From an optimization exercise on the open Yosys and OpenROAD flow, aimed at small area and a short achievable clock period; shortcuts taken in it are not production practice.
RTL that was checked went through simulation tests only; none was proved equivalent to the original.
Only the layout flow was run in run 2; the RTL was not checked for function there.
Power figures rest on the tool's default switching activity, not on a simulated workload.

**design/flow/run.sh**
```bash
#!/bin/bash
# synth_recipe.tcl (not shown) runs the flow's synth.tcl, then flattens the netlist and writes it again
# the make line also repeats each setting of config.mk as NAME=value (left out here)
make -C /OpenROAD-flow-scripts/flow DESIGN_CONFIG=/design/flow/config.mk WORK_HOME=/design/flow/orfs CLKGATE_MAP_FILE= SYNTH_SCRIPT=/design/flow/synth_recipe.tcl finish
```
**design/flow/config.mk**
```make
export PLATFORM = sky130hd
export DESIGN_NAME = m68kCacheTop
export DESIGN_NICKNAME = m68kCacheTop
export VERILOG_FILES = /design/flow/design.v
export SDC_FILE = /design/flow/constraint.sdc
export NUM_CORES = 4
export LEC_CHECK = 0
export CAP_MARGIN = 20
export CORE_MARGIN = 2
export CORE_UTILIZATION = 45
export SLEW_MARGIN = 20
```
**design/flow/constraint.sdc**
```tcl
create_clock -name core_clock -period 10.0 [get_ports {Clock}]
set_input_delay 2.0000 -clock core_clock [delete_from_list [all_inputs] [get_ports {Clock}]]
set_output_delay 2.0000 -clock core_clock [all_outputs]
set_load 0.01 [all_outputs]
```
**design/flow/design.v**
```verilog
package cacheGeomPkg;
	typedef logic [5-1:0] lineIndex;
	typedef logic [3-1:0] wordSel;
	typedef logic [23-1:0] tagValue;
	typedef struct packed {
		tagValue tag;
		lineIndex index;
		wordSel word;
		logic byteSel;
	} addrFields;
	typedef enum logic [3:0] {
		stReset = 4'd0,
		stSweep = 4'd1,
		stIdle = 4'd2,
		stLookup = 4'd3,
		stFillReq = 4'd4,
		stCasWait1 = 4'd5,
		stCasWait2 = 4'd6,
		stBurstFill = 4'd7,
		stFillDone = 4'd8,
		stWriteThru = 4'd9,
		stHitHold = 4'd10
	} seqState;
endpackage
package m68kBusPkg;
	typedef logic [32-1:0] busAddr;
	typedef logic [16-1:0] busWord;
	typedef enum logic {
		accWrite = 1'b0,
		accRead = 1'b1
	} accessKind;
endpackage
module cacheSequencer (
	input logic Clock,
	input logic Reset_L,
	input logic AS_L,
	input logic UDS_L,
	input logic LDS_L,
	input logic WE_L,
	input logic DramSelect,
	input m68kBusPkg::busAddr CpuAddr,
	input logic DramDtack_L,
	input logic CAS_Dram_L,
	input logic RAS_Dram_L,
	output logic DtackToCpu_L,
	output logic DramSel_L,
	output logic DramAS_L,
	output logic DramUDS_L,
	output logic DramLDS_L,
	output logic DramWE_L,
	output m68kBusPkg::busAddr DramAddr,
	output cacheGeomPkg::lineIndex SweepIndex,
	output logic SweepClear,
	output logic TagWrite,
	output logic PhaseWrite,
	output logic ValidSet,
	output logic ValidClear,
	output logic DataWrite,
	output logic Idle,
	output logic CaptureBurst,
	input logic Hit
);
	logic sRst, sSwp, sIdl, sLkp, sFrq, sCw1, sCw2, sBur, sFdn, sWt, sHh;
	logic hitQ;
	cacheGeomPkg::lineIndex count;
	cacheGeomPkg::addrFields cpuFields;
	logic cycleEnd;
	logic readCas;
	logic start;
	logic sweepLast;
	logic burstLast;
	assign cpuFields = cacheGeomPkg::addrFields'(CpuAddr);
	assign cycleEnd = AS_L || !DramSelect;
	assign readCas = !CAS_Dram_L && RAS_Dram_L;
	assign start = !AS_L && DramSelect;
	assign sweepLast = count == cacheGeomPkg::lineIndex'(32 - 1);
	assign burstLast = count[3-1:0] == cacheGeomPkg::wordSel'(8 - 1);
	always_ff @(posedge Clock or negedge Reset_L) begin
		if (!Reset_L) begin
			sRst <= 1'b1;
			sSwp <= 1'b0;
			sIdl <= 1'b0;
			sLkp <= 1'b0;
			sFrq <= 1'b0;
			sCw1 <= 1'b0;
			sCw2 <= 1'b0;
			sBur <= 1'b0;
			sFdn <= 1'b0;
			sWt <= 1'b0;
			sHh <= 1'b0;
			count <= '0;
		end else begin
			sRst <= 1'b0;
			sSwp <= sRst || (sSwp && !sweepLast);
			sIdl <= (sSwp && sweepLast) || (sIdl && !start) ||
				((sHh || sFdn || sWt) && cycleEnd);
			sLkp <= sIdl && start && WE_L;
			sWt <= (sIdl && start && !WE_L) || (sWt && !cycleEnd);
			sHh <= (sLkp && hitQ) || (sHh && !cycleEnd);
			sFrq <= (sLkp && !hitQ) || (sFrq && !readCas);
			sCw1 <= sFrq && readCas;
			sCw2 <= sCw1;
			sBur <= sCw2 || (sBur && !burstLast);
			sFdn <= (sBur && burstLast) || (sFdn && !cycleEnd);
			if (sRst || sCw2)
				count <= '0;
			else
				count <= count + cacheGeomPkg::lineIndex'(1);
		end
	end
	always_ff @(posedge Clock)
		hitQ <= Hit;
	assign DtackToCpu_L = sWt ? DramDtack_L : !((sLkp && hitQ) || sHh || sFdn);
	assign DramSel_L = !((sLkp && !hitQ) || sFrq || sCw1 || sCw2 || sBur || sWt);
	assign DramAddr = {CpuAddr[32-1:4], sWt ? CpuAddr[3:0] : 4'b0};
	assign DramAS_L = AS_L;
	assign DramWE_L = WE_L;
	assign DramUDS_L = UDS_L && sWt;
	assign DramLDS_L = LDS_L && sWt;
	assign SweepIndex = count;
	assign SweepClear = sSwp;
	assign TagWrite = sFdn;
	assign ValidSet = sFdn;
	assign ValidClear = sWt;
	assign DataWrite = sBur;
	assign PhaseWrite = sBur && burstLast;
	assign Idle = sIdl;
	assign CaptureBurst = sBur && (count[3-1:0] == cpuFields.word);
endmodule
module cacheTagStore (
	input logic Clock,
	input cacheGeomPkg::lineIndex LookupIndex,
	input cacheGeomPkg::lineIndex SweepIndex,
	input cacheGeomPkg::tagValue CpuTag,
	input logic TagWrite,
	input logic PhaseWrite,
	input cacheGeomPkg::wordSel PhaseValue,
	input logic SweepClear,
	input logic ValidSet,
	input logic ValidClear,
	output logic Hit,
	output cacheGeomPkg::wordSel LinePhase
);
	cacheGeomPkg::tagValue tagMem [32];
	cacheGeomPkg::wordSel phaseMem [32];
	logic [32-1:0] validMem;
	always_ff @(posedge Clock) begin
		for (int l = 0; l < 32; l++) begin
			if (TagWrite && LookupIndex == cacheGeomPkg::lineIndex'(l))
				tagMem[l] <= CpuTag;
			if (PhaseWrite && LookupIndex == cacheGeomPkg::lineIndex'(l))
				phaseMem[l] <= PhaseValue;
			if (SweepClear && SweepIndex == cacheGeomPkg::lineIndex'(l))
				validMem[l] <= 1'b0;
			else if (ValidSet && LookupIndex == cacheGeomPkg::lineIndex'(l))
				validMem[l] <= 1'b1;
			else if (ValidClear && LookupIndex == cacheGeomPkg::lineIndex'(l))
				validMem[l] <= 1'b0;
		end
	end
	assign Hit = validMem[LookupIndex] && (tagMem[LookupIndex] == CpuTag);
	assign LinePhase = phaseMem[LookupIndex];
endmodule
module cacheDataStore (
	input logic Clock,
	input m68kBusPkg::busWord DramDataIn,
	input cacheGeomPkg::lineIndex LookupIndex,
	input logic DataWrite,
	input cacheGeomPkg::wordSel ReadPos,
	output m68kBusPkg::busWord ReadWord
);
	m68kBusPkg::busWord ring [32][8];
	m68kBusPkg::busWord lineWords [8];
	always_ff @(posedge Clock) begin
		for (int l = 0; l < 32; l++) begin
			for (int k = 0; k < 8 - 1; k++)
				ring[l][k] <= ring[l][k + 1];
			if (DataWrite && LookupIndex == cacheGeomPkg::lineIndex'(l))
				ring[l][8 - 1] <= DramDataIn;
			else
				ring[l][8 - 1] <= ring[l][0];
		end
	end
	always_comb begin
		for (int k = 0; k < 8; k++)
			lineWords[k] = ring[LookupIndex][k];
	end
	assign ReadWord = lineWords[ReadPos];
endmodule
module m68kCacheTop (
	input logic Clock,
	input logic Reset_L,
	input logic AS_L,
	input logic UDS_L,
	input logic LDS_L,
	input logic WE_L,
	input logic DramSelect,
	input m68kBusPkg::busAddr CpuAddr,
	input m68kBusPkg::busWord CpuDataIn,
	output m68kBusPkg::busWord CpuDataOut,
	output logic DtackToCpu_L,
	output logic DramSel_L,
	output logic DramAS_L,
	output logic DramUDS_L,
	output logic DramLDS_L,
	output logic DramWE_L,
	output m68kBusPkg::busAddr DramAddr,
	output m68kBusPkg::busWord DramDataOut,
	input m68kBusPkg::busWord DramDataIn,
	input logic DramDtack_L,
	input logic CAS_Dram_L,
	input logic RAS_Dram_L
);
	cacheGeomPkg::addrFields cpuFields;
	cacheGeomPkg::lineIndex sweepIndex;
	logic sweepClear;
	logic tagWrite;
	logic phaseWrite;
	logic validSet;
	logic validClear;
	logic dataWrite;
	logic idle;
	logic captureBurst;
	logic hit;
	cacheGeomPkg::wordSel linePhase;
	cacheGeomPkg::wordSel readPos;
	m68kBusPkg::busWord readWord;
	cacheGeomPkg::wordSel ringPhase;
	m68kBusPkg::busWord dataQ;
	assign cpuFields = cacheGeomPkg::addrFields'(CpuAddr);
	assign DramDataOut = CpuDataIn;
	always_ff @(posedge Clock or negedge Reset_L) begin
		if (!Reset_L)
			ringPhase <= '0;
		else
			ringPhase <= ringPhase + cacheGeomPkg::wordSel'(1);
	end
	assign readPos = cpuFields.word + linePhase - ringPhase;
	always_ff @(posedge Clock) begin
		if (idle)
			dataQ <= readWord;
		else if (captureBurst)
			dataQ <= DramDataIn;
	end
	assign CpuDataOut = dataQ;
	cacheSequencer seq0 (
		.Clock(Clock),
		.Reset_L(Reset_L),
		.AS_L(AS_L),
		.UDS_L(UDS_L),
		.LDS_L(LDS_L),
		.WE_L(WE_L),
		.DramSelect(DramSelect),
		.CpuAddr(CpuAddr),
		.DramDtack_L(DramDtack_L),
		.CAS_Dram_L(CAS_Dram_L),
		.RAS_Dram_L(RAS_Dram_L),
		.DtackToCpu_L(DtackToCpu_L),
		.DramSel_L(DramSel_L),
		.DramAS_L(DramAS_L),
		.DramUDS_L(DramUDS_L),
		.DramLDS_L(DramLDS_L),
		.DramWE_L(DramWE_L),
		.DramAddr(DramAddr),
		.SweepIndex(sweepIndex),
		.SweepClear(sweepClear),
		.TagWrite(tagWrite),
		.PhaseWrite(phaseWrite),
		.ValidSet(validSet),
		.ValidClear(validClear),
		.DataWrite(dataWrite),
		.Idle(idle),
		.CaptureBurst(captureBurst),
		.Hit(hit)
	);
	cacheTagStore tags0 (
		.Clock(Clock),
		.LookupIndex(cpuFields.index),
		.SweepIndex(sweepIndex),
		.CpuTag(cpuFields.tag),
		.TagWrite(tagWrite),
		.PhaseWrite(phaseWrite),
		.PhaseValue(ringPhase + cacheGeomPkg::wordSel'(1)),
		.SweepClear(sweepClear),
		.ValidSet(validSet),
		.ValidClear(validClear),
		.Hit(hit),
		.LinePhase(linePhase)
	);
	cacheDataStore data0 (
		.Clock(Clock),
		.DramDataIn(DramDataIn),
		.LookupIndex(cpuFields.index),
		.DataWrite(dataWrite),
		.ReadPos(readPos),
		.ReadWord(readWord)
	);
endmodule
```
==> impl_metrics.tcl, run 1 <==
set metrics [dict create \
    fp.dieArea_um2 334000 \
    place.gp.congestion 0.996 \
    fmax_ghz 0.117 \
    final_util_pct 52.2 \
    met2_length_um 280000 \
    htree_levels 5 \
    yosysSeqAreaShare_pct 73.2 \
    skew_ns 0.0807 \
    tightest_slew_ns 1.35 \
    hold_depth 0 \
    status "complete, no violations" \
    setup_viol 0 \
    yosysTopAreaCell "dfxtp_1" \
    worst_slew_margin_rel_pct 10.0 \
    core_area_um2 328000 \
    yosys.area.top_type_share_pct 55.7 \
    syn_area_um2 148000 \
    dp_hpwl_um 425000 \
    grt_max_degree 85 \
    synth-edff-count 848 \
    path_clk_slew_ns 0.06 \
    area_growth_pct 15.4 \
    num_vias 104000 \
    grt_pass1_vias 100000 \
    cts_root_buf "clkbuf_16" \
    syn_inst 10700 \
    drv_slew 0 \
    drt_pass1_iterations 8 \
    antenna_found_initial 78 \
    clock-sinks 4996 \
    grt_pass1_wl_um 882000 \
    wire_per_inst_um 42.7 \
    final.min_clock_period_ns 8.56 \
    hold_viol_final 0 \
    ctsHoldBuffers 0 \
    path_cells "clkbuf_8 > or2_2 > buf_4 > nor2_4 > a22oi_1 > nand4_1 > or3_1 > o32a_1 > fa_1 > inv_1 > fa_4 > buf_4 > nand2_2 > a211oi_1 > o2111ai_1 > nor3_1 > nand4_1 > a41oi_1 > o31ai_1" \
    rr_startpoint "tags0.phaseMem[16][1]" \
    worstPathMaxFanout 35 \
    met3_length_um 86300 \
    io_pins 144 \
    setup-tns-final_ns 0 \
    rr_endpoint "dataQ[4]" \
    post_cts_buffers 0 \
    drt_wl_total_um 668000 \
    num-fill-cells 27100 \
    required_ns 10.73 \
    initial_utilization_pct 45.3 \
    power.leakage_nw 63.8 \
    post-route-drc-count 0 \
    synth.area.top_cells "dfxtp_1 (56%), edfxtp_1 (17%), a22oi_1 (8.9%)" \
    reg2reg_setup_slack_ns 3.63 \
    cts_made_buffers 478 \
    synth.top_cells.by_count "dfxtp_1 (4129), a22oi_1 (1752), edfxtp_1 (848)" \
    ys_seq_elements 4996 \
    synth_warnings 8 \
    synth_most_common_cell "dfxtp_1" \
    drt_iter0_markers 18700 \
    min-delay-start "data0.ring[158][9]" \
    die_w_um 578 \
    syn_nets 10800 \
    finalNetCount 10900 \
    clk_latency_ns 1.03 \
    grtUsageTotal_pct 38.8 \
    vias_per_cell 6.66 \
    wirelength_met1_um 254000 \
    worst_path_largest_cell_delay_ns 0.88 \
    portBuffers 111 \
    crit_type "input port to flop" \
    power_density_nw_per_um2 253 \
    critPathCaptureType "flop" \
    drive_gt1_share_pct 16.3 \
    die_h_um 578 \
    synth_area_per_cell_um2 13.9 \
    hold_path.class "flop to flop" \
    top_layer_used "met5" \
    startpoint_type "input port" \
    ys_async_sr_fraction_pct 0.380 \
    row_count 210 \
    rsz0062_at_grt "no" \
    clock_path_buffers 4 \
    slowest_stage "nand2_2" \
    cts_tree "yes" \
    ant_nets 0 \
    ys_types 97 \
    min_to "data0.ring[157][9]" \
    fin_crit_sh_pct 85.6 \
    cts_resized 0 \
    ff2ff_path_depth 15 \
    arrival_ns 9.29 \
    synth_flop_cell "dfxtp_1" \
    cap_violations 0 \
    ir_drop_mv 0.184 \
    grt.overflow.total 0 \
]
[cell type report]
type / instances / area, µm² / share of cell area (%)
well taps: 4346 / 5440 / 3.18
clock inverters: 241 / 3120 / 1.82
clock buffers: 660 / 13700 / 8.00
multi-input cells: 4911 / 36400 / 21.3
inverters: 32 / 120 / 0.0702
diodes: 42 / 105 / 0.0614
repair buffers: 409 / 3700 / 2.16
flip-flops and latches: 4996 / 109000 / 63.5
[registers in the layout, indices dropped and copies added (netlist names)]
signal          flops
seq0.sSwp           1
seq0.sLkp           1
dataQ              16
seq0.sCw2           1
seq0.sFdn           1
seq0.sWt            1
seq0.count          5
seq0.sHh            1
tags0.tagMem      736
seq0.sFrq           1
seq0.hitQ           1
seq0.sBur           1
ringPhase           3
tags0.phaseMem     96
tags0.validMem     32
seq0.sCw1           1
data0.ring       4096
seq0.sRst           1
seq0.sIdl           1
[stage by stage]
| stage | power (mW) | worst slack (ns) | instances | hold slack [ns] | cell area (µm²) |
|---|---|---|---|---|---|
| 2_1_floorplan | 23.0 | 3.13 | 10700 | 0.323 | 148000 |
| 3_3_place_gp | 24.5 | 0.551 | 14700 | 0.330 | 154000 |
| 3_5_place_dp | 24.5 | 0.605 | 14700 | 0.333 | 154000 |
| 4_1_cts | 43.2 | 1.60 | 15600 | 0.301 | 171000 |
| 5_1_grt | 44.1 | 1.39 | 15600 | 0.309 | 171000 |
| 6_report | 43.4 | 1.44 | 15600 | 0.293 | 171000 |
[power breakdown]
group | switching [mW] | internal (mW)
clock | 8.13 | 11.0
sequential | 0.785 | 21.4
combinational | 1.55 | 0.548
[logic make-up (layout without fill, tap and decap cells)]
logic type / Yosys count / after routing / share of synthesized area, %
AOI/OAI and AO/OA: 2586 / 2586 / 13.1
xor gates and xnor gates: 17 / 17 / 0.105
adders and majority gates: 12 / 12 / 0.111
buffers and inverters: 786 / 1342 / 2.59
DFF: 4996 / 4996 / 73.2
muxes: 693 / 693 / 5.27
other: 1 / 43 / 0.00253
and+or+nand+nor: 1602 / 1602 / 5.54
[worst max path at each step]
stage	slack, ns	endpoint	depth (start not counted)	start
5_1_grt	1.39	dataQ[4]	19	CpuAddr[5]
4_1_cts	1.60	dataQ[7]	20	CpuAddr[5]
3_3_place_gp	0.55	dataQ[7]	22	CpuAddr[7]
2_1_floorplan	3.13	dataQ[1]	25	CpuAddr[6]
3_5_place_dp	0.60	dataQ[7]	20	CpuAddr[5]
6_report	1.44	dataQ[4]	19	CpuAddr[5]
[critical path, delay by kind of cell]
kind | cells | cell delay [ns]
AND/OR/NAND/NOR | 7 | 2.66
AO/OA/AOI/OAI | 6 | 1.69
buffers and inverters | 4 | 1.61
adder cells (fa/ha/maj) | 2 | 1.24
[cells in the final DEF, fill, tap and decap left out, types with 19 or more instances in the layout]
| cell type | instances |
|---|---|
| nor2_1 | 148 |
| o21ai_0 | 65 |
| nor2_4 | 36 |
| a22o_1 | 144 |
| clkbuf_16 | 484 |
| clkbuf_8 | 94 |
| diode_2 | 42 |
| mux2_2 | 556 |
| a2111oi_0 | 25 |
| clkdlybuf4s50_1 | 102 |
| clkbuf_1 | 81 |
| a221oi_1 | 141 |
| buf_12 | 27 |
| nand4_1 | 271 |
| nor3_1 | 95 |
| nor4_1 | 92 |
| o22ai_1 | 24 |
| a22oi_1 | 1752 |
| clkinv_2 | 109 |
| buf_4 | 271 |
| o2bb2ai_1 | 22 |
| clkinvlp_4 | 19 |
| a31oi_1 | 20 |
| edfxtp_1 | 848 |
| and3_1 | 75 |
| nand2_1 | 420 |
| a21oi_1 | 191 |
| bufinv_16 | 52 |
| nand2_2 | 34 |
| inv_1 | 28 |
| clkinv_1 | 23 |
| nand3_1 | 265 |
| and3_2 | 28 |
| a222oi_1 | 47 |
| mux2i_1 | 122 |
| dfxtp_1 | 4129 |
[routing by layer]
| metal | GRT usage (%) | up-vias |
|---|---|---|
| li1 | - | 40700 |
| met1 | 51.2 | 52200 |
| met2 | 56.0 | 9070 |
| met3 | 11.1 | 2160 |
| met4 | 24.6 | 40 |
| met5 | 0 | - |
==> run 2, diff against run 1 <==
--- a/design/flow/design.v
+++ b/design/flow/design.v
@@ -52,6 +52,6 @@
 	output cacheGeomPkg::lineIndex SweepIndex,
 	output logic SweepClear,
-	output logic TagWrite,
-	output logic PhaseWrite,
+	output logic EntryWrite,
+	output cacheGeomPkg::wordSel BurstWord,
 	output logic ValidSet,
 	output logic ValidClear,
@@ -120,9 +120,9 @@
 	assign SweepIndex = count;
 	assign SweepClear = sSwp;
-	assign TagWrite = sFdn;
+	assign EntryWrite = sBur;
+	assign BurstWord = count[3-1:0];
 	assign ValidSet = sFdn;
 	assign ValidClear = sWt;
 	assign DataWrite = sBur;
-	assign PhaseWrite = sBur && burstLast;
 	assign Idle = sIdl;
 	assign CaptureBurst = sBur && (count[3-1:0] == cpuFields.word);
@@ -130,25 +130,50 @@
 module cacheTagStore (
 	input logic Clock,
+	input logic Reset_L,
 	input cacheGeomPkg::lineIndex LookupIndex,
 	input cacheGeomPkg::lineIndex SweepIndex,
 	input cacheGeomPkg::tagValue CpuTag,
-	input logic TagWrite,
-	input logic PhaseWrite,
-	input cacheGeomPkg::wordSel PhaseValue,
+	input logic EntryWrite,
+	input cacheGeomPkg::wordSel BurstWord,
 	input logic SweepClear,
 	input logic ValidSet,
 	input logic ValidClear,
 	output logic Hit,
-	output cacheGeomPkg::wordSel LinePhase
+	output cacheGeomPkg::wordSel LinePhase,
+	output cacheGeomPkg::wordSel RingPhase
 );
-	cacheGeomPkg::tagValue tagMem [32];
-	cacheGeomPkg::wordSel phaseMem [32];
+	localparam int EW = 23 + 3;
+	localparam int NR = 32 / 8;
+	logic [EW-1:0] ring [NR][8];
 	logic [32-1:0] validMem;
+	cacheGeomPkg::wordSel ringPhase;
+	logic [1:0] ringSel;
+	cacheGeomPkg::wordSel slot;
+	logic [EW-1:0] entry;
+	logic [EW-1:0] newEntry;
+	logic atPort;
+	always_ff @(posedge Clock or negedge Reset_L) begin
+		if (!Reset_L)
+			ringPhase <= '0;
+		else
+			ringPhase <= ringPhase + cacheGeomPkg::wordSel'(1);
+	end
+	assign RingPhase = ringPhase;
+	assign ringSel = LookupIndex[4:3];
+	assign slot = LookupIndex[2:0] - ringPhase;
+	assign newEntry = {CpuTag, ringPhase - BurstWord};
+	assign atPort = EntryWrite && (LookupIndex[2:0] == ringPhase);
+	always_ff @(posedge Clock) begin
+		for (int r = 0; r < NR; r++) begin
+			for (int k = 0; k < 8 - 1; k++)
+				ring[r][k] <= ring[r][k + 1];
+			if (atPort && ringSel == 2'(r))
+				ring[r][8 - 1] <= newEntry;
+			else
+				ring[r][8 - 1] <= ring[r][0];
+		end
+	end
 	always_ff @(posedge Clock) begin
 		for (int l = 0; l < 32; l++) begin
-			if (TagWrite && LookupIndex == cacheGeomPkg::lineIndex'(l))
-				tagMem[l] <= CpuTag;
-			if (PhaseWrite && LookupIndex == cacheGeomPkg::lineIndex'(l))
-				phaseMem[l] <= PhaseValue;
 			if (SweepClear && SweepIndex == cacheGeomPkg::lineIndex'(l))
 				validMem[l] <= 1'b0;
@@ -159,6 +184,7 @@
 		end
 	end
-	assign Hit = validMem[LookupIndex] && (tagMem[LookupIndex] == CpuTag);
-	assign LinePhase = phaseMem[LookupIndex];
+	assign entry = ring[ringSel][slot];
+	assign Hit = validMem[LookupIndex] && (entry[EW-1:3] == CpuTag);
+	assign LinePhase = entry[3-1:0];
 endmodule
 module cacheDataStore (
@@ -215,6 +241,6 @@
 	cacheGeomPkg::lineIndex sweepIndex;
 	logic sweepClear;
-	logic tagWrite;
-	logic phaseWrite;
+	logic entryWrite;
+	cacheGeomPkg::wordSel burstWord;
 	logic validSet;
 	logic validClear;
@@ -223,18 +249,14 @@
 	logic captureBurst;
 	logic hit;
-	cacheGeomPkg::wordSel linePhase;
 	cacheGeomPkg::wordSel readPos;
-	m68kBusPkg::busWord readWord;
+	cacheGeomPkg::wordSel linePhase;
 	cacheGeomPkg::wordSel ringPhase;
+	cacheGeomPkg::wordSel wordOffset;
+	m68kBusPkg::busWord readWord;
 	m68kBusPkg::busWord dataQ;
 	assign cpuFields = cacheGeomPkg::addrFields'(CpuAddr);
 	assign DramDataOut = CpuDataIn;
-	always_ff @(posedge Clock or negedge Reset_L) begin
-		if (!Reset_L)
-			ringPhase <= '0;
-		else
-			ringPhase <= ringPhase + cacheGeomPkg::wordSel'(1);
-	end
-	assign readPos = cpuFields.word + linePhase - ringPhase;
+	assign wordOffset = cpuFields.word - ringPhase;
+	assign readPos = wordOffset + linePhase;
 	always_ff @(posedge Clock) begin
 		if (idle)
@@ -265,6 +287,6 @@
 		.SweepIndex(sweepIndex),
 		.SweepClear(sweepClear),
-		.TagWrite(tagWrite),
-		.PhaseWrite(phaseWrite),
+		.EntryWrite(entryWrite),
+		.BurstWord(burstWord),
 		.ValidSet(validSet),
 		.ValidClear(validClear),
@@ -276,15 +298,16 @@
 	cacheTagStore tags0 (
 		.Clock(Clock),
+		.Reset_L(Reset_L),
 		.LookupIndex(cpuFields.index),
 		.SweepIndex(sweepIndex),
 		.CpuTag(cpuFields.tag),
-		.TagWrite(tagWrite),
-		.PhaseWrite(phaseWrite),
-		.PhaseValue(ringPhase + cacheGeomPkg::wordSel'(1)),
+		.EntryWrite(entryWrite),
+		.BurstWord(burstWord),
 		.SweepClear(sweepClear),
 		.ValidSet(validSet),
 		.ValidClear(validClear),
 		.Hit(hit),
-		.LinePhase(linePhase)
+		.LinePhase(linePhase),
+		.RingPhase(ringPhase)
 	);
 	cacheDataStore data0 (
--- a/design/flow/config.mk
+++ b/design/flow/config.mk
@@ -6,6 +6,8 @@
 export NUM_CORES = 4
 export LEC_CHECK = 0
+export ABC_CLOCK_PERIOD_IN_PS = 3000
 export CAP_MARGIN = 20
 export CORE_MARGIN = 2
-export CORE_UTILIZATION = 45
+export CORE_UTILIZATION = 55
+export SETUP_SLACK_MARGIN = 5
 export SLEW_MARGIN = 20
==> impl_metrics.tcl, run 2 <==
set metrics [dict create \
    clock_path_buffers 4 \
    ys_seq_elements 4996 \
    synth_most_common_cell "dfxtp_1" \
    cap_violations 0 \
    ir_drop_mv 0.209 \
    drv_slew 0 \
    path_clk_slew_ns 0.06 \
    combPwrFrac_pct 5.3 \
    slowest_stage "fa_4" \
    synth_area_per_cell_um2 12.9 \
    seqPwrFrac_pct 51.1 \
    status "complete, no violations" \
    yosys.area.top_type_share_pct 70.3 \
    drt_pass1_iterations 7 \
    p_int_mw 32.8 \
    cts_made_buffers 476 \
    rr_endpoint "dataQ[13]" \
    initial_utilization_pct 55.2 \
    switchingPower_mw 10.1 \
    fmax_ghz 0.140 \
    multi_input_area_um2 38400 \
    power.leakage_nw 64.5 \
    yosysSeqAreaShare_pct 71.0 \
    required_ns 10.74 \
    syn_inst 10900 \
    die_h_um 511 \
    wire_per_inst_um 38.1 \
    ys_async_sr_fraction_pct 0.380 \
    final_cell_mix "dfxtp_1 (4961), a22oi_1 (1870), mux2_2 (644)" \
    drive_gt1_share_pct 17.5 \
    setup_viol 0 \
    ctsHoldBuffers 0 \
    grt_max_degree 102 \
    arrival_ns 7.87 \
    yosysTopAreaCell "dfxtp_1" \
    setup-tns-final_ns 0 \
    critPathCaptureType "flop" \
    largest_reg_flops 4096 \
    hold_path.class "flop to flop" \
    drt_wl_total_um 566000 \
    rr_startpoint "tags0.ringPhase[0]" \
    fin_crit_sh_pct 71.2 \
    io_pins 144 \
    synth_flop_cell "dfxtp_1" \
    finalNetCount 11200 \
    area_growth_pct 16.4 \
    clock-sinks 4996 \
    portBuffers 111 \
    switching_share_pct 23.5 \
    cts_tree "yes" \
    grt_pass1_wl_um 776000 \
    die_w_um 511 \
    min-delay-start "data0.ring[38][13]" \
    crit_type "input port to flop" \
    synth_warnings 7 \
    syn_area_um2 141000 \
    ff2ff_path_depth 28 \
    skew_ns 0.105 \
    hold_viol_final 0 \
    synth.area.top_cells "dfxtp_1 (70%), a22oi_1 (10%), mux2_2 (5.1%)" \
    min_to "data0.ring[37][13]" \
    antenna_found_initial 35 \
    num_vias 99900 \
    reg2reg_setup_slack_ns 3.58 \
    final_util_pct 64.2 \
    top_regs "data0.ring (4096), tags0.ring (832), tags0.validMem (32)" \
    worstPathMaxFanout 4 \
    final.min_clock_period_ns 7.12 \
    drt_iter0_markers 15800 \
    place.gp.congestion 0.995 \
    tightest_slew_ns 1.31 \
    regMostFlops "data0.ring" \
    grt.overflow.total 0 \
    grt_pass1_vias 97900 \
    worst_slew_margin_rel_pct 11.8 \
    synth-edff-count 16 \
    startpoint_type "input port" \
    power_density_nw_per_um2 261 \
    row_count 186 \
    post-route-drc-count 0 \
    num-fill-cells 19300 \
    ant_nets 0 \
    clk_latency_ns 1.04 \
    cp_common_cell "buf_6" \
    dp_hpwl_um 360000 \
    fp.dieArea_um2 261000 \
    syn_nets 11000 \
    ys_types 96 \
    final_common_cell "dfxtp_1" \
    clockPowerShare_pct 43.6 \
    vias_per_cell 6.72 \
    synth.top_cells.by_count "dfxtp_1 (4961), a22oi_1 (1872), mux2_2 (644)" \
    worst_path_largest_cell_delay_ns 0.64 \
    register_area_um2 100000 \
    rsz0062_at_grt "yes" \
    pre_cts_ws_ns 0.819 \
    cts_root_buf "clkbuf_16" \
    core_area_um2 256000 \
    postLayoutSetupSlackWorst_ns 2.88 \
    hold_depth 0 \
    htree_levels 5 \
    grtUsageTotal_pct 42.0 \
]
-- run 2: per-layer routing --
| layer | track usage [%] | vias up | part of all wire, % |
|---|---|---|---|
| met2 | 61.0 | 7955 | 42 |
| met3 | 10.9 | 1919 | 12 |
| li1 | - | 40700 | - |
| met5 | 0 | - | 0.018 |
| met4 | 24.1 | 14 | 6.6 |
| met1 | 56.7 | 49300 | 39 |
-- run 2: power by group through the flow --
stage	Sequential (mW)	Combinational (mW)	Clock, mW
after floorplan	21.8	0.989	0
after global placement	22.3	1.84	0
after detailed placement	22.3	1.87	0
after CTS	21.9	2.14	18.7
after global routing	22.0	2.28	19.5
final	21.9	2.28	18.7
-- run 2: final cells by class --
| type | count | share of cell area [%] |
|---|---|---|
| Timing Repair Buffer | 445 | 2.94 |
| Sequential cell | 4996 | 61.0 |
| Tap cell | 3384 | 2.58 |
| Clock inverter | 167 | 1.41 |
| Inverter | 29 | 0.0776 |
| Antenna cell | 21 | 0.0320 |
| Clock buffer | 685 | 8.58 |
| Multi-Input combinational cell | 5129 | 23.4 |
-- run 2: cells by family (layout without fill, tap and decap cells) --
| family | count (synthesis) | in the layout | share of synthesized area, % |
|---|---|---|---|
| flops | 4996 | 4996 | 71.0 |
| compound gates | 2695 | 2695 | 14.3 |
| simple gates | 1659 | 1663 | 5.95 |
| buf+inv | 811 | 1326 | 2.56 |
| mux | 727 | 727 | 5.87 |
| xor+xnor | 26 | 26 | 0.182 |
| fa+ha+maj | 17 | 17 | 0.172 |
| other cells | 1 | 22 | 0.00266 |
-- run 2: worst max path at each step --
stage                from   endpoint  depth (start not counted)
2_1_floorplan  CpuAddr[4]   dataQ[3]                         35
3_3_place_gp   CpuAddr[4]  dataQ[12]                         24
3_5_place_dp   CpuAddr[4]   dataQ[1]                         25
4_1_cts        CpuAddr[4]  dataQ[13]                         27
5_1_grt        CpuAddr[4]  dataQ[13]                         30
6_report       CpuAddr[4]  dataQ[13]                         30
-- run 2: stage by stage --
step	cells	instance area, µm²	power (mW)	hold WS, ns
after global placement	13900	146000	24.1	0.326
final	14900	164000	42.9	0.271
after CTS	14800	164000	42.7	0.284
after floorplan	10900	142000	22.8	0.323
after detailed placement	13900	146000	24.2	0.328
after global routing	14800	164000	43.8	0.291
-- run 2: worst max-delay path: cells and delay by family --
kind	cells	cell delay (ns)
and+or+nand+nor	4	0.90
AOI/OAI and AO/OA	9	1.89
xor gates and xnor gates	2	0.31
buffers and inverters	9	0.89
muxes	1	0.15
adders and majority gates	5	1.72
-- run 2: what timing repair did --
action / in CTS / in global routing
endpoints found under the setup margin: 136 / 26
gates cloned: 13 / 1
gates resized for setup: 222 / 41
setup buffers: 59 / 5
pin swaps: 44 / 26
==> run 3, diff against run 2 <==
--- a/design/flow/design.v
+++ b/design/flow/design.v
@@ -141,5 +141,6 @@
 	output logic Hit,
 	output cacheGeomPkg::wordSel LinePhase,
-	output cacheGeomPkg::wordSel RingPhase
+	output cacheGeomPkg::wordSel RingPhase,
+	output logic [8-1:0] PhaseHot
 );
 	localparam int EW = 23 + 3;
@@ -149,5 +150,7 @@
 	cacheGeomPkg::wordSel ringPhase;
 	logic [1:0] ringSel;
-	cacheGeomPkg::wordSel slot;
+	logic [8-1:0] phaseHot;
+	logic [8-1:0] lowHot;
+	logic [8-1:0] slotHot;
 	logic [EW-1:0] entry;
 	logic [EW-1:0] newEntry;
@@ -160,8 +163,19 @@
 	end
 	assign RingPhase = ringPhase;
+	assign PhaseHot = phaseHot;
 	assign ringSel = LookupIndex[4:3];
-	assign slot = LookupIndex[2:0] - ringPhase;
+	always_comb begin
+		for (int k = 0; k < 8; k++) begin
+			phaseHot[k] = ringPhase == cacheGeomPkg::wordSel'(k);
+			lowHot[k] = LookupIndex[2:0] == cacheGeomPkg::wordSel'(k);
+		end
+		for (int k = 0; k < 8; k++) begin
+			slotHot[k] = 1'b0;
+			for (int j = 0; j < 8; j++)
+				slotHot[k] = slotHot[k] | (phaseHot[j] & lowHot[(j + k) % 8]);
+		end
+	end
 	assign newEntry = {CpuTag, ringPhase - BurstWord};
-	assign atPort = EntryWrite && (LookupIndex[2:0] == ringPhase);
+	assign atPort = EntryWrite && |(lowHot & phaseHot);
 	always_ff @(posedge Clock) begin
 		for (int r = 0; r < NR; r++) begin
@@ -184,5 +198,10 @@
 		end
 	end
-	assign entry = ring[ringSel][slot];
+	always_comb begin
+		entry = '0;
+		for (int r = 0; r < NR; r++)
+			for (int k = 0; k < 8; k++)
+				entry = entry | (ring[r][k] & {EW{ringSel == 2'(r) && slotHot[k]}});
+	end
 	assign Hit = validMem[LookupIndex] && (entry[EW-1:3] == CpuTag);
 	assign LinePhase = entry[3-1:0];
@@ -193,5 +212,5 @@
 	input cacheGeomPkg::lineIndex LookupIndex,
 	input logic DataWrite,
-	input cacheGeomPkg::wordSel ReadPos,
+	input logic [8-1:0] ReadPos,
 	output m68kBusPkg::busWord ReadWord
 );
@@ -209,8 +228,16 @@
 	end
 	always_comb begin
+		for (int k = 0; k < 8; k++) begin
+			lineWords[k] = '0;
+			for (int l = 0; l < 32; l++)
+				lineWords[k] = lineWords[k] |
+					(ring[l][k] & {16{LookupIndex == cacheGeomPkg::lineIndex'(l)}});
+		end
+	end
+	always_comb begin
+		ReadWord = '0;
 		for (int k = 0; k < 8; k++)
-			lineWords[k] = ring[LookupIndex][k];
+			ReadWord = ReadWord | (lineWords[k] & {16{ReadPos[k]}});
 	end
-	assign ReadWord = lineWords[ReadPos];
 endmodule
 module m68kCacheTop (
@@ -249,14 +276,31 @@
 	logic captureBurst;
 	logic hit;
-	cacheGeomPkg::wordSel readPos;
+	logic [8-1:0] readPos;
 	cacheGeomPkg::wordSel linePhase;
 	cacheGeomPkg::wordSel ringPhase;
-	cacheGeomPkg::wordSel wordOffset;
+	logic [8-1:0] phaseHot;
+	logic [8-1:0] wordHot;
+	logic [8-1:0] offsetHot;
+	logic [8-1:0] lineHot;
 	m68kBusPkg::busWord readWord;
 	m68kBusPkg::busWord dataQ;
 	assign cpuFields = cacheGeomPkg::addrFields'(CpuAddr);
 	assign DramDataOut = CpuDataIn;
-	assign wordOffset = cpuFields.word - ringPhase;
-	assign readPos = wordOffset + linePhase;
+	always_comb begin
+		for (int k = 0; k < 8; k++) begin
+			wordHot[k] = cpuFields.word == cacheGeomPkg::wordSel'(k);
+			lineHot[k] = linePhase == cacheGeomPkg::wordSel'(k);
+		end
+		for (int k = 0; k < 8; k++) begin
+			offsetHot[k] = 1'b0;
+			for (int j = 0; j < 8; j++)
+				offsetHot[k] = offsetHot[k] | (phaseHot[j] & wordHot[(j + k) % 8]);
+		end
+		for (int p = 0; p < 8; p++) begin
+			readPos[p] = 1'b0;
+			for (int j = 0; j < 8; j++)
+				readPos[p] = readPos[p] | (lineHot[j] & offsetHot[(p - j + 8) % 8]);
+		end
+	end
 	always_ff @(posedge Clock) begin
 		if (idle)
@@ -309,5 +353,6 @@
 		.Hit(hit),
 		.LinePhase(linePhase),
-		.RingPhase(ringPhase)
+		.RingPhase(ringPhase),
+		.PhaseHot(phaseHot)
 	);
 	cacheDataStore data0 (
--- a/design/flow/config.mk
+++ b/design/flow/config.mk
@@ -9,5 +9,8 @@
 export CAP_MARGIN = 20
 export CORE_MARGIN = 2
-export CORE_UTILIZATION = 55
+export CORE_UTILIZATION = 50
+export CTS_BUF_LIST = sky130_fd_sc_hd__clkbuf_8
+export CTS_CLUSTER_DIAMETER = 50
+export CTS_CLUSTER_SIZE = 16
 export SETUP_SLACK_MARGIN = 5
 export SLEW_MARGIN = 20
==> impl_metrics.tcl, run 3 <==
set metrics [dict create \
    finalPower_mw 35.3 \
    rsz0062_at_grt "yes" \
    ant_nets 0 \
    clk_latency_ns 1.19 \
    yosysTopAreaCell "dfxtp_1" \
    ir_drop_mv 0.132 \
    num_vias 94500 \
    power.leakage_nw 58.9 \
    synth-edff-count 16 \
    seqPwrFrac_pct 61.9 \
    skew_ns 0.0787 \
    final_common_cell "dfxtp_1" \
    status "complete, no violations" \
    syn_nets 10300 \
    drt_iter0_markers 13600 \
    core_area_um2 276000 \
    place.gp.congestion 0.962 \
    worst_path_largest_cell_delay_ns 0.60 \
    path_clk_slew_ns 0.10 \
    final_cell_mix "dfxtp_1 (4961), a22oi_1 (1263), mux2_2 (611)" \
    post-route-drc-count 0 \
    setup-tns-final_ns 0 \
    crit_type "input port to output pin" \
    cap_violations 0 \
    ys_async_sr_fraction_pct 0.380 \
    synth_flop_cell "dfxtp_1" \
    vias_per_cell 6.64 \
    postLayoutSetupSlackWorst_ns 5.02 \
    hold_path.class "flop to flop" \
    io_pins 144 \
    final.min_clock_period_ns 4.98 \
    area_growth_pct 11.4 \
    yosysSeqAreaShare_pct 72.2 \
    dpl.cell_count 13500 \
    worstPathMaxFanout 6 \
    pre_cts_ws_ns 2.31 \
    regMostFlops "data0.ring" \
    power_density_nw_per_um2 228 \
    initial_utilization_pct 50.2 \
    drv_slew 0 \
    grt_max_degree 82 \
    synth.area.top_cells "dfxtp_1 (71%), a22oi_1 (6.8%), mux2_2 (5.0%)" \
    syn_inst 10200 \
    drt_wl_total_um 540000 \
    path_cells "clkdlybuf4s18_2 > clkdlybuf4s50_1" \
    synth_most_common_cell "dfxtp_1" \
    htree_levels 5 \
    die_w_um 531 \
    drive_gt1_share_pct 17.1 \
    switchingPower_mw 8.62 \
    grt_pass1_vias 93200 \
    portBuffers 111 \
    critPathCaptureType "output pin" \
    syn_area_um2 139000 \
    setup_viol 0 \
    fp.dieArea_um2 282000 \
    clock_path_buffers 4 \
    antenna_found_initial 50 \
    tightest_slew_ns 1.27 \
    required_ns 8.00 \
    largest_reg_flops 4096 \
    critical_path.top_delay_family "buffers and inverters" \
    top_regs "data0.ring (4096), tags0.ring (832), tags0.validMem (32)" \
    hold_viol_final 0 \
    ys_seq_elements 4996 \
    synth_area_per_cell_um2 13.7 \
    grt.overflow.total 0 \
    synth.top_cells.by_count "dfxtp_1 (4961), a22oi_1 (1264), mux2_2 (614)" \
    synth_warnings 7 \
    num-fill-cells 22600 \
    fin_crit_sh_pct 49.8 \
    combPwrFrac_pct 3.5 \
    cts_root_buf "clkbuf_8" \
    arrival_ns 2.98 \
    worst-path-buf-inv 2 \
    drt_pass1_iterations 8 \
    clockPowerShare_pct 34.6 \
    fin_cells 14200 \
    dp_hpwl_um 342000 \
    finalNetCount 10300 \
    switching_share_pct 24.4 \
    ctsHoldBuffers 0 \
    yosys.area.top_type_share_pct 71.5 \
    grtUsageTotal_pct 37.1 \
    fmax_ghz 0.201 \
    wire_per_inst_um 37.9 \
    p_int_mw 26.7 \
    startpoint_type "input port" \
    grt_pass1_wl_um 737000 \
    clock-sinks 4996 \
    worst_slew_margin_rel_pct 14.8 \
    row_count 193 \
    slowest_stage "clkdlybuf4s50_1" \
    cts_made_buffers 411 \
    ys_types 104 \
    cts_tree "yes" \
    die_h_um 531 \
]
-- run 3: cell types whose count changed after synthesis, moves of 92 or more --
cell      change
a22oi_1     -608
buf_2       -189
a221oi_1    +433
nor2_1       -92
a22o_1      +447
clkbuf_1    +189
a21oi_1     -129
nand2_1     -444
-- run 3: layer usage --
| metal | track usage, % | vias to the layer above | part of all wire [%] |
|---|---|---|---|
| li1 | - | 38500 | - |
| met1 | 49.4 | 47200 | 40 |
| met2 | 54.7 | 7074 | 42 |
| met3 | 9.96 | 1705 | 12 |
| met4 | 20.7 | 30 | 6.4 |
| met5 | 0 | - | 0.038 |
-- run 3: area by class of cell --
class	count	area [µm²]	area share [%]
flip-flops and latches	4996	100000	64.8
multi-input cells	4432	36900	23.8
well taps	3705	4640	3.00
clock buffers	444	6110	3.95
repair buffers	400	4130	2.67
clock inverters	229	2620	1.69
diodes	12	30.0	0.0194
inverters	15	56.3	0.0364
-- run 3: final timing paths --
check / start / end / slack, ns / cells after the start
worst max-delay path: CpuAddr[10] / DramAddr[10] / 5.02 / 2
worst min-delay path: data0.ring[215][3] / data0.ring[214][3] / 0.30 / 0
worst max register to register: tags0.ringPhase[2] / dataQ[7] / 5.06 / 16
worst min register to register: data0.ring[215][3] / data0.ring[214][3] / 0.30 / 0
max in group asynchronous: Reset_L / seq0.sBur / 7.89 / 1
min in group asynchronous: Reset_L / seq0.sFrq / 1.37 / 1
-- run 3: kinds of logic after synthesis --
logic type                 after synthesis  synth area share, %
muxes                                  646                 5.34
buffers and inverters                  744                 2.20
adders and majority gates               15                0.141
and+or+nand+nor                        972                 3.96
AOI/OAI and AO/OA                     2764                 15.9
xor gates and xnor gates                33                0.235
DFF                                   4996                 72.2
other                                    1              0.00270
-- run 3: repair_timing --
item | 4_1_cts | 5_1_grt
gates cloned | 2 | 1
setup buffers | 38 | 30
endpoints found under the setup margin | 77 | 28
resized for setup | 184 | 54
pin swaps | 13 | 15
-- run 3: metrics by stage --
stage          cell area (µm²)  util, %  hold slack [ns]
6_report                155000     56.0            0.300
5_1_grt                 155000     56.0            0.323
4_1_cts                 154000     55.8            0.313
3_5_place_dp            145000     52.3            0.334
3_3_place_gp            145000     52.3            0.332
2_1_floorplan           139000        -            0.325
-- run 3: power by group through the flow --
| stage | Sequential [mW] | Clock (mW) | Combinational, mW |
|---|---|---|---|
| after detailed placement | 22.3 | 0 | 1.09 |
| final | 21.9 | 12.2 | 1.22 |
| after CTS | 21.8 | 12.2 | 1.16 |
| after global placement | 22.3 | 0 | 1.08 |
| after global routing | 21.9 | 13.0 | 1.23 |
| after floorplan | 21.8 | 0 | 0.548 |
==> run 4, diff against run 3 <==
==> design/flow/flow/run.sh (new file) <==
#!/bin/bash
set -euo pipefail
echo "export SETUP_SLACK_MARGIN = 5.7" >> config.mk
export SETUP_SLACK_MARGIN=5.7
bash standard.sh > flow_make.log 2>&1
==> design/flow/standard.sh (new file) <==
#!/bin/bash
# synth_recipe.tcl (not shown) runs the flow's synth.tcl, then flattens the netlist and writes it again
# the make line also repeats each setting of config.mk as NAME=value (left out here)
make -C /OpenROAD-flow-scripts/flow DESIGN_CONFIG=/design/flow/config.mk WORK_HOME=/design/flow/orfs CLKGATE_MAP_FILE= SYNTH_SCRIPT=/design/flow/synth_recipe.tcl "${@:-finish}"
--- a/design/flow/config.mk
+++ b/design/flow/config.mk
@@ -13,4 +13,4 @@
 export CTS_CLUSTER_DIAMETER = 50
 export CTS_CLUSTER_SIZE = 16
-export SETUP_SLACK_MARGIN = 5
 export SLEW_MARGIN = 20
+export SETUP_SLACK_MARGIN = 5.7
removed: design/flow/run.sh
==> impl_metrics.tcl, run 4 <==
set metrics [dict create \
    grt.overflow.total 0 \
    largest_reg_flops 4096 \
    htree_levels 5 \
    synth_area_per_cell_um2 13.7 \
    hold_path.class "flop to flop" \
    wire_per_inst_um 38.2 \
    ys_async_sr_fraction_pct 0.380 \
    grt_max_degree 87 \
    drt_iter0_markers 15100 \
    synth.area.top_cells "dfxtp_1 (71%), a22oi_1 (6.8%), mux2_2 (5.0%)" \
    yosys.area.top_type_share_pct 71.5 \
    rr_startpoint "tags0.ringPhase[0]" \
    switchingPower_mw 8.68 \
    finalNetCount 10600 \
    cts_root_buf "clkbuf_8" \
    syn_area_um2 139000 \
    grt_pass1_vias 94600 \
    antenna_found_initial 52 \
    vias_per_cell 6.64 \
    worstSetupEndpoint "dataQ[15]" \
    fmax_ghz 0.215 \
    final_cell_mix "dfxtp_1 (4961), a22oi_1 (1257), mux2_2 (611)" \
    post-route-drc-count 0 \
    cts_tree "yes" \
    grt_pass1_wl_um 752000 \
    worstPathMaxFanout 8 \
    clk_latency_ns 1.19 \
    grtUsageTotal_pct 37.8 \
    die_w_um 531 \
    startpoint_type "input port" \
    reg2reg_setup_slack_ns 5.44 \
    drt_wl_total_um 552000 \
    yosysSeqAreaShare_pct 72.2 \
    arrival_ns 5.58 \
    io_pins 144 \
    setup-tns-final_ns 0 \
    final.min_clock_period_ns 4.65 \
    critPathCaptureType "flop" \
    final_util_pct 57.1 \
    ys_seq_elements 4996 \
    power_density_nw_per_um2 223 \
    cts_made_buffers 409 \
    final_common_cell "dfxtp_1" \
    die_h_um 531 \
    worst_slew_margin_rel_pct 19.0 \
    rr_endpoint "dataQ[11]" \
    num-fill-cells 22000 \
    ff2ff_path_depth 14 \
    fp.dieArea_um2 282000 \
    status "complete, no violations" \
    clock-sinks 4996 \
    switching_share_pct 24.6 \
    required_ns 10.93 \
    ir_drop_mv 0.175 \
    syn_inst 10200 \
    setup_viol 0 \
    crit_type "input port to flop" \
    cap_violations 0 \
    synth.top_cells.by_count "dfxtp_1 (4961), a22oi_1 (1264), mux2_2 (614)" \
    clockPowerShare_pct 34.1 \
    drive_gt1_share_pct 20.0 \
    hold_viol_final 0 \
    seqPwrFrac_pct 62.0 \
    initial_utilization_pct 50.2 \
    combPwrFrac_pct 3.9 \
    synth_flop_cell "dfxtp_1" \
    synth_most_common_cell "dfxtp_1" \
    synth-edff-count 16 \
    tightest_slew_ns 1.21 \
    regMostFlops "data0.ring" \
    drt_pass1_iterations 9 \
    p_int_mw 26.6 \
    startpoint "CpuAddr[6]" \
    dp_hpwl_um 343000 \
    path_clk_slew_ns 0.11 \
    top_regs "data0.ring (4096), tags0.ring (832), tags0.validMem (32)" \
    drv_slew 0 \
    core_area_um2 276000 \
    synth_warnings 7 \
    rsz0062_at_grt "yes" \
    area_growth_pct 13.8 \
    power.leakage_nw 60.6 \
    clock_path_buffers 4 \
    row_count 193 \
    syn_nets 10300 \
    ant_nets 0 \
    portBuffers 111 \
    ys_types 104 \
    place.gp.congestion 0.957 \
    yosysTopAreaCell "dfxtp_1" \
    hold_depth 0 \
    fin_crit_sh_pct 46.5 \
    skew_ns 0.0855 \
    num_vias 96000 \
]
run 4: cell counts after synthesis:
Identical to the previous run, type by type.
run 4: power by group through the flow:
stage / sequential [mW] / clock, mW / combinational (mW)
floorplan: 21.8 / 0 / 0.569
global placement: 22.3 / 0 / 1.12
detailed placement: 22.3 / 0 / 1.12
CTS: 21.8 / 12.0 / 1.27
global route: 21.9 / 12.8 / 1.37
finish: 21.9 / 12.0 / 1.38
run 4: cells by family (layout without fill, tap and decap cells):
kind of cell | after synthesis | count (layout) | share of synthesized area [%]
mux | 646 | 646 | 5.34
flops | 4996 | 4996 | 72.2
fa+ha+maj | 15 | 15 | 0.141
compound gates | 2764 | 2764 | 15.9
buf+inv | 744 | 1295 | 2.20
simple gates | 972 | 972 | 3.96
other cells | 1 | 20 | 0.00270
xor+xnor | 33 | 33 | 0.235
run 4: per-layer routing:
layer | GRT usage, % | up-vias | share of wire, %
li1 | - | 39000 | -
met1 | 50.3 | 47700 | 39
met2 | 56.5 | 7476 | 43
met3 | 9.62 | 1830 | 12
met4 | 20.3 | 26 | 6.2
met5 | 0.154 | - | 0.036
run 4: worst max-delay path, cell delays in order:
cell and delay [ns]:
buf_16 0.13, xnor2_4 0.21, mux2i_4 0.34, buf_4 0.17, o21ai_4 0.11, a2111o_1 0.43
nor4_4 0.48, and2_4 0.26, o22ai_2 0.09, a211o_4 0.48, nor2_4 0.19, buf_12 0.16
o221ai_1 0.11, o32a_1 0.38
run 4: final cells by class:
type	instances	area, µm²	share of cell area [%]
flip-flops and latches	4996	100000	63.5
clock buffers	452	6220	3.94
clock inverters	219	2320	1.47
well taps	3705	4640	2.93
inverters	15	60.1	0.0380
multi-input cells	4431	37600	23.8
diodes	19	47.5	0.0301
repair buffers	609	6880	4.35
run 4: how the worst min path moves through the flow:
stage | end | slack, ns | start
3_5_place_dp | tags0.ring[6][9] | 0.34 | tags0.ring[7][9]
4_1_cts | data0.ring[64][8] | 0.32 | data0.ring[65][8]
5_1_grt | tags0.ring[9][0] | 0.32 | tags0.ring[10][0]
3_3_place_gp | data0.ring[160][5] | 0.33 | data0.ring[161][5]
2_1_floorplan | tags0.ring[30][2] | 0.32 | tags0.ring[31][2]
6_report | data0.ring[64][3] | 0.32 | data0.ring[65][3]
run 4: timing repair:
action                     4_1_cts  5_1_grt
pin swaps                       76       60
setup endpoints to repair      697       50
gates cloned                    23        7
setup buffers                  182       49
gates resized for setup        662      114
hold buffers                     0        0
run 4: metrics by stage:
stage	hold slack [ns]	power, mW	setup WS [ns]	cells	instance area (µm²)
finish	0.318	35.3	5.35	14400	158000
global route	0.324	36.1	5.34	14400	158000
CTS	0.319	35.1	5.44	14400	157000
detailed placement	0.335	23.4	1.60	13500	145000
global placement	0.333	23.4	1.64	13500	145000
floorplan	0.325	22.4	4.79	10200	140000
==> run 5, diff against run 4 <==
--- a/design/flow/design.v
+++ b/design/flow/design.v
@@ -53,5 +53,5 @@
 	output logic SweepClear,
 	output logic EntryWrite,
-	output cacheGeomPkg::wordSel BurstWord,
+	output logic PhaseWrite,
 	output logic ValidSet,
 	output logic ValidClear,
@@ -63,4 +63,7 @@
 	logic sRst, sSwp, sIdl, sLkp, sFrq, sCw1, sCw2, sBur, sFdn, sWt, sHh;
 	logic hitQ;
+	logic selStatesQ;
+	logic dtackStatesQ;
+	logic nWt, nHh, nFrq, nCw1, nCw2, nBur, nFdn;
 	cacheGeomPkg::lineIndex count;
 	cacheGeomPkg::addrFields cpuFields;
@@ -76,4 +79,11 @@
 	assign sweepLast = count == cacheGeomPkg::lineIndex'(32 - 1);
 	assign burstLast = count[3-1:0] == cacheGeomPkg::wordSel'(8 - 1);
+	assign nWt = (sIdl && start && !WE_L) || (sWt && !cycleEnd);
+	assign nHh = (sLkp && hitQ) || (sHh && !cycleEnd);
+	assign nFrq = (sLkp && !hitQ) || (sFrq && !readCas);
+	assign nCw1 = sFrq && readCas;
+	assign nCw2 = sCw1;
+	assign nBur = sCw2 || (sBur && !burstLast);
+	assign nFdn = (sBur && burstLast) || (sFdn && !cycleEnd);
 	always_ff @(posedge Clock or negedge Reset_L) begin
 		if (!Reset_L) begin
@@ -89,4 +99,6 @@
 			sWt <= 1'b0;
 			sHh <= 1'b0;
+			selStatesQ <= 1'b0;
+			dtackStatesQ <= 1'b0;
 			count <= '0;
 		end else begin
@@ -96,11 +108,13 @@
 				((sHh || sFdn || sWt) && cycleEnd);
 			sLkp <= sIdl && start && WE_L;
-			sWt <= (sIdl && start && !WE_L) || (sWt && !cycleEnd);
-			sHh <= (sLkp && hitQ) || (sHh && !cycleEnd);
-			sFrq <= (sLkp && !hitQ) || (sFrq && !readCas);
-			sCw1 <= sFrq && readCas;
-			sCw2 <= sCw1;
-			sBur <= sCw2 || (sBur && !burstLast);
-			sFdn <= (sBur && burstLast) || (sFdn && !cycleEnd);
+			sWt <= nWt;
+			sHh <= nHh;
+			sFrq <= nFrq;
+			sCw1 <= nCw1;
+			sCw2 <= nCw2;
+			sBur <= nBur;
+			sFdn <= nFdn;
+			selStatesQ <= nFrq || nCw1 || nCw2 || nBur || nWt;
+			dtackStatesQ <= nHh || nFdn;
 			if (sRst || sCw2)
 				count <= '0;
@@ -111,6 +125,6 @@
 	always_ff @(posedge Clock)
 		hitQ <= Hit;
-	assign DtackToCpu_L = sWt ? DramDtack_L : !((sLkp && hitQ) || sHh || sFdn);
-	assign DramSel_L = !((sLkp && !hitQ) || sFrq || sCw1 || sCw2 || sBur || sWt);
+	assign DtackToCpu_L = sWt ? DramDtack_L : !((sLkp && hitQ) || dtackStatesQ);
+	assign DramSel_L = !((sLkp && !hitQ) || selStatesQ);
 	assign DramAddr = {CpuAddr[32-1:4], sWt ? CpuAddr[3:0] : 4'b0};
 	assign DramAS_L = AS_L;
@@ -121,5 +135,5 @@
 	assign SweepClear = sSwp;
 	assign EntryWrite = sBur;
-	assign BurstWord = count[3-1:0];
+	assign PhaseWrite = sBur && burstLast;
 	assign ValidSet = sFdn;
 	assign ValidClear = sWt;
@@ -135,5 +149,5 @@
 	input cacheGeomPkg::tagValue CpuTag,
 	input logic EntryWrite,
-	input cacheGeomPkg::wordSel BurstWord,
+	input logic PhaseWrite,
 	input logic SweepClear,
 	input logic ValidSet,
@@ -144,8 +158,9 @@
 	output logic [8-1:0] PhaseHot
 );
-	localparam int EW = 23 + 3;
+	localparam int EW = 23;
 	localparam int NR = 32 / 8;
 	logic [EW-1:0] ring [NR][8];
 	logic [32-1:0] validMem;
+	cacheGeomPkg::wordSel phaseMem [32];
 	cacheGeomPkg::wordSel ringPhase;
 	logic [1:0] ringSel;
@@ -176,5 +191,5 @@
 		end
 	end
-	assign newEntry = {CpuTag, ringPhase - BurstWord};
+	assign newEntry = CpuTag;
 	assign atPort = EntryWrite && |(lowHot & phaseHot);
 	always_ff @(posedge Clock) begin
@@ -189,4 +204,9 @@
 	end
 	always_ff @(posedge Clock) begin
+		for (int l = 0; l < 32; l++)
+			if (PhaseWrite && LookupIndex == cacheGeomPkg::lineIndex'(l))
+				phaseMem[l] <= ringPhase + cacheGeomPkg::wordSel'(1);
+	end
+	always_ff @(posedge Clock) begin
 		for (int l = 0; l < 32; l++) begin
 			if (SweepClear && SweepIndex == cacheGeomPkg::lineIndex'(l))
@@ -204,6 +224,11 @@
 				entry = entry | (ring[r][k] & {EW{ringSel == 2'(r) && slotHot[k]}});
 	end
-	assign Hit = validMem[LookupIndex] && (entry[EW-1:3] == CpuTag);
-	assign LinePhase = entry[3-1:0];
+	assign Hit = validMem[LookupIndex] && (entry == CpuTag);
+	always_comb begin
+		LinePhase = '0;
+		for (int l = 0; l < 32; l++)
+			LinePhase = LinePhase |
+				(phaseMem[l] & {3{LookupIndex == cacheGeomPkg::lineIndex'(l)}});
+	end
 endmodule
 module cacheDataStore (
@@ -269,5 +294,5 @@
 	logic sweepClear;
 	logic entryWrite;
-	cacheGeomPkg::wordSel burstWord;
+	logic phaseWrite;
 	logic validSet;
 	logic validClear;
@@ -332,5 +357,5 @@
 		.SweepClear(sweepClear),
 		.EntryWrite(entryWrite),
-		.BurstWord(burstWord),
+		.PhaseWrite(phaseWrite),
 		.ValidSet(validSet),
 		.ValidClear(validClear),
@@ -347,5 +372,5 @@
 		.CpuTag(cpuFields.tag),
 		.EntryWrite(entryWrite),
-		.BurstWord(burstWord),
+		.PhaseWrite(phaseWrite),
 		.SweepClear(sweepClear),
 		.ValidSet(validSet),
==> impl_metrics.tcl, run 5 <==
set metrics [dict create \
    fp.dieArea_um2 287000 \
    setup_viol 0 \
    num_vias 99000 \
    path_clk_slew_ns 0.10 \
    critical_path.top_delay_family "simple AND/OR/NAND/NOR gates" \
    finalNetCount 11200 \
    dpl-instance-area_um2 147000 \
    cp_common_cell "buf_12" \
    ff2ff_path_depth 14 \
    grtUsageTotal_pct 37.6 \
    status "complete, no violations" \
    required_ns 11.12 \
    rr_startpoint "tags0.ringPhase[2]" \
    ys_seq_elements 4998 \
    final_common_cell "dfxtp_1" \
    wire_per_inst_um 37.4 \
    drt_iter0_markers 15300 \
    rr_endpoint "seq0.hitQ" \
    hold_viol_final 0 \
    drive_gt1_share_pct 18.6 \
    power_density_nw_per_um2 223 \
    cts_root_buf "clkbuf_8" \
    drv_slew 0 \
    clock-sinks 4998 \
    yosys.area.top_type_share_pct 68.9 \
    clk_latency_ns 1.21 \
    regMostFlops "data0.ring" \
    cts_made_buffers 414 \
    startpoint_type "input port" \
    setup-tns-final_ns 0 \
    cts_tree "yes" \
    power.leakage_nw 62.0 \
    synth_warnings 8 \
    worst_path_largest_cell_delay_ns 0.61 \
    grt_max_degree 119 \
    post-route-drc-count 0 \
    clock_path_buffers 4 \
    vias_per_cell 6.56 \
    stdcell_area_um2 160000 \
    die_h_um 536 \
    core_area_um2 282000 \
    hold_path.class "flop to flop" \
    hold_depth 0 \
    synth.top_cells.by_count "dfxtp_1 (4865), a22oi_1 (2068), mux2_2 (625)" \
    place.gp.congestion 0.962 \
    grt_pass1_wl_um 762000 \
    tightest_slew_ns 1.27 \
    synth_flop_cell "dfxtp_1" \
    final_cell_mix "dfxtp_1 (4864), a22oi_1 (2045), mux2_2 (624)" \
    yosysSeqAreaShare_pct 71.6 \
    syn_nets 10900 \
    skew_ns 0.106 \
    rsz0062_at_grt "yes" \
    portBuffers 111 \
    largest_reg_flops 4096 \
    drt_wl_total_um 565000 \
    top_regs "data0.ring (4096), tags0.ring (736), tags0.phaseMem (96)" \
    synth-edff-count 112 \
    antenna_found_initial 41 \
    synth.area.top_cells "dfxtp_1 (69%), a22oi_1 (11%), mux2_2 (5.0%)" \
    drt_pass1_iterations 9 \
    worst-path-stages 15 \
    fin_crit_sh_pct 45.5 \
    ctsHoldBuffers 0 \
    grt_pass1_vias 97700 \
    worst_slew_margin_rel_pct 15.6 \
    ys_types 93 \
    num-fill-cells 22700 \
    grt.overflow.total 0 \
    ir_drop_mv 0.128 \
    final.min_clock_period_ns 4.55 \
    syn_area_um2 141000 \
    htree_levels 5 \
    row_count 195 \
    ys_async_sr_fraction_pct 0.420 \
    ant_nets 0 \
    arrival_ns 5.67 \
    worstSetupEndpoint "seq0.hitQ" \
    critPathCaptureType "flop" \
    dp_hpwl_um 331000 \
    startpoint "CpuAddr[4]" \
    worst-path-buf-inv 5 \
    yosysTopAreaCell "dfxtp_1" \
    cap_violations 0 \
    worstPathMaxFanout 6 \
    path_cells "buf_12 > buf_12 > buf_12 > buf_6 > mux2i_4 > nor3_2 > a221o_2 > buf_12 > and3_1 > a2111o_1 > or4_4 > o21ai_2 > nand4b_1 > or4_4 > nor4_2" \
    reg2reg_setup_slack_ns 5.57 \
    slowest_stage "or4_4" \
    crit_type "input port to flop" \
    io_pins 144 \
    initial_utilization_pct 50.2 \
    synth_area_per_cell_um2 13.1 \
    fmax_ghz 0.220 \
    finalPower_mw 35.7 \
    die_w_um 536 \
    area_growth_pct 13.2 \
    syn_inst 10800 \
    synth_most_common_cell "dfxtp_1" \
]
## run 5: cell count changes after synthesis, sizes merged, moves of 30 or more
| cell | change |
|---|---|
| nor3 | +81 |
| a22o | -445 |
| edfxtp | +96 |
| nor2 | +193 |
| or4 | -33 |
| a221oi | -456 |
| o22ai | -30 |
| a22oi | +805 |
| o21ai | -58 |
| nand3 | -156 |
| nand4 | +37 |
| nand2 | +476 |
| dfxtp | -96 |
## run 5: logic make-up after synthesis
group | share of synthesized area [%]
simple gates | 5.68
compound gates | 14.6
mux | 5.66
buf+inv | 2.25
other cells | 0.00265
flops | 71.6
fa+ha+maj | 0.115
xor+xnor | 0.0557
## run 5: layout make-up
cell class	instances	area [µm²]	share of cell area, %
diodes	27	67.6	0.0422
clock inverters	233	2340	1.46
multi-input cells	5042	38600	24.1
repair buffers	587	6910	4.32
clock buffers	446	6140	3.83
well taps	3743	4680	2.93
flip-flops and latches	4998	101000	63.3
inverters	27	106	0.0664
## run 5: worst min-delay path by stage
stage                                     to               start  slack, ns
after CTS                 tags0.ring[16][15]  tags0.ring[17][15]       0.27
after global placement      tags0.ring[4][1]    tags0.ring[5][1]       0.33
after detailed placement  tags0.ring[29][11]  tags0.ring[30][11]       0.33
after floorplan           tags0.ring[11][14]  tags0.ring[12][14]       0.32
after global routing      tags0.ring[16][15]  tags0.ring[17][15]       0.28
final                     tags0.ring[16][15]  tags0.ring[17][15]       0.27
## run 5: metrics by stage
stage	instances	setup slack [ns]	hold WS [ns]	util, %
after floorplan	10800	4.94	0.323	-
after global placement	14100	2.68	0.328	52.0
after detailed placement	14100	2.66	0.328	52.0
after CTS	15000	5.46	0.272	56.3
after global routing	15100	5.41	0.283	56.8
final	15100	5.45	0.270	56.8
## run 5: routing by layer
layer	routed length [µm]	vias up	GRT usage [%]
li1	-	40500	-
met1	208000	48600	47.1
met2	244000	7816	56.6
met3	70100	2045	10.9
met4	42900	34	24.3
met5	220	-	0.150
## run 5: repair_timing
action | 4_1_cts | 5_1_grt
pin swaps | 55 | 54
gates cloned | 35 | 12
buffers inserted | 161 | 79
resized for setup | 612 | 145
hold endpoints to repair | 0 | 0
setup endpoints to repair | 655 | 42
## run 5: where the power goes
group	switching, mW	total, mW	internal, mW
sequential	0.917	22.1	21.1
clock	7.01	12.0	4.95
combinational	1.07	1.65	0.584
total	8.99	35.7	26.7

==> port drivers added, routing unchanged <==
No port has a modelled driver above. Below, the same layouts with a new extraction and two added sets of constraints.
Step 1: set_driving_cell puts a clkbuf_16 on Clock and a buf_2 on each other input, an assumption about the parent block.
Step 2 adds t to the input delays and takes it off the output delays; t is the mean of the earliest and latest rising clock arrival at the registers after step 1. Input paths then give back, and output paths get back, about the clock's delay inside the block.
Slacks: ideal / step 1 / step 2; pairs: ideal / step 1.
run	t (ns)	setup WS [ns]	worst setup path at the end	worst slew at a driven data input, ns
run 1	1.118	1.442 / 1.533 / 0.416	input to register	0.18
run 2	1.097	2.876 / 2.915 / 1.817	input to register	0.30
run 3	1.235	5.019 / 4.951 / 3.858	input to register	0.14
run 4	1.250	5.350 / 5.245 / 3.995	input to register	0.25
run 5	1.255	5.450 / 5.408 / 4.192	input to register	0.22
After both steps every run listed still meets setup and hold. The setup slack of run 4, which loses most, moves by -0.105 ns with the drivers and by -1.355 ns with both steps.
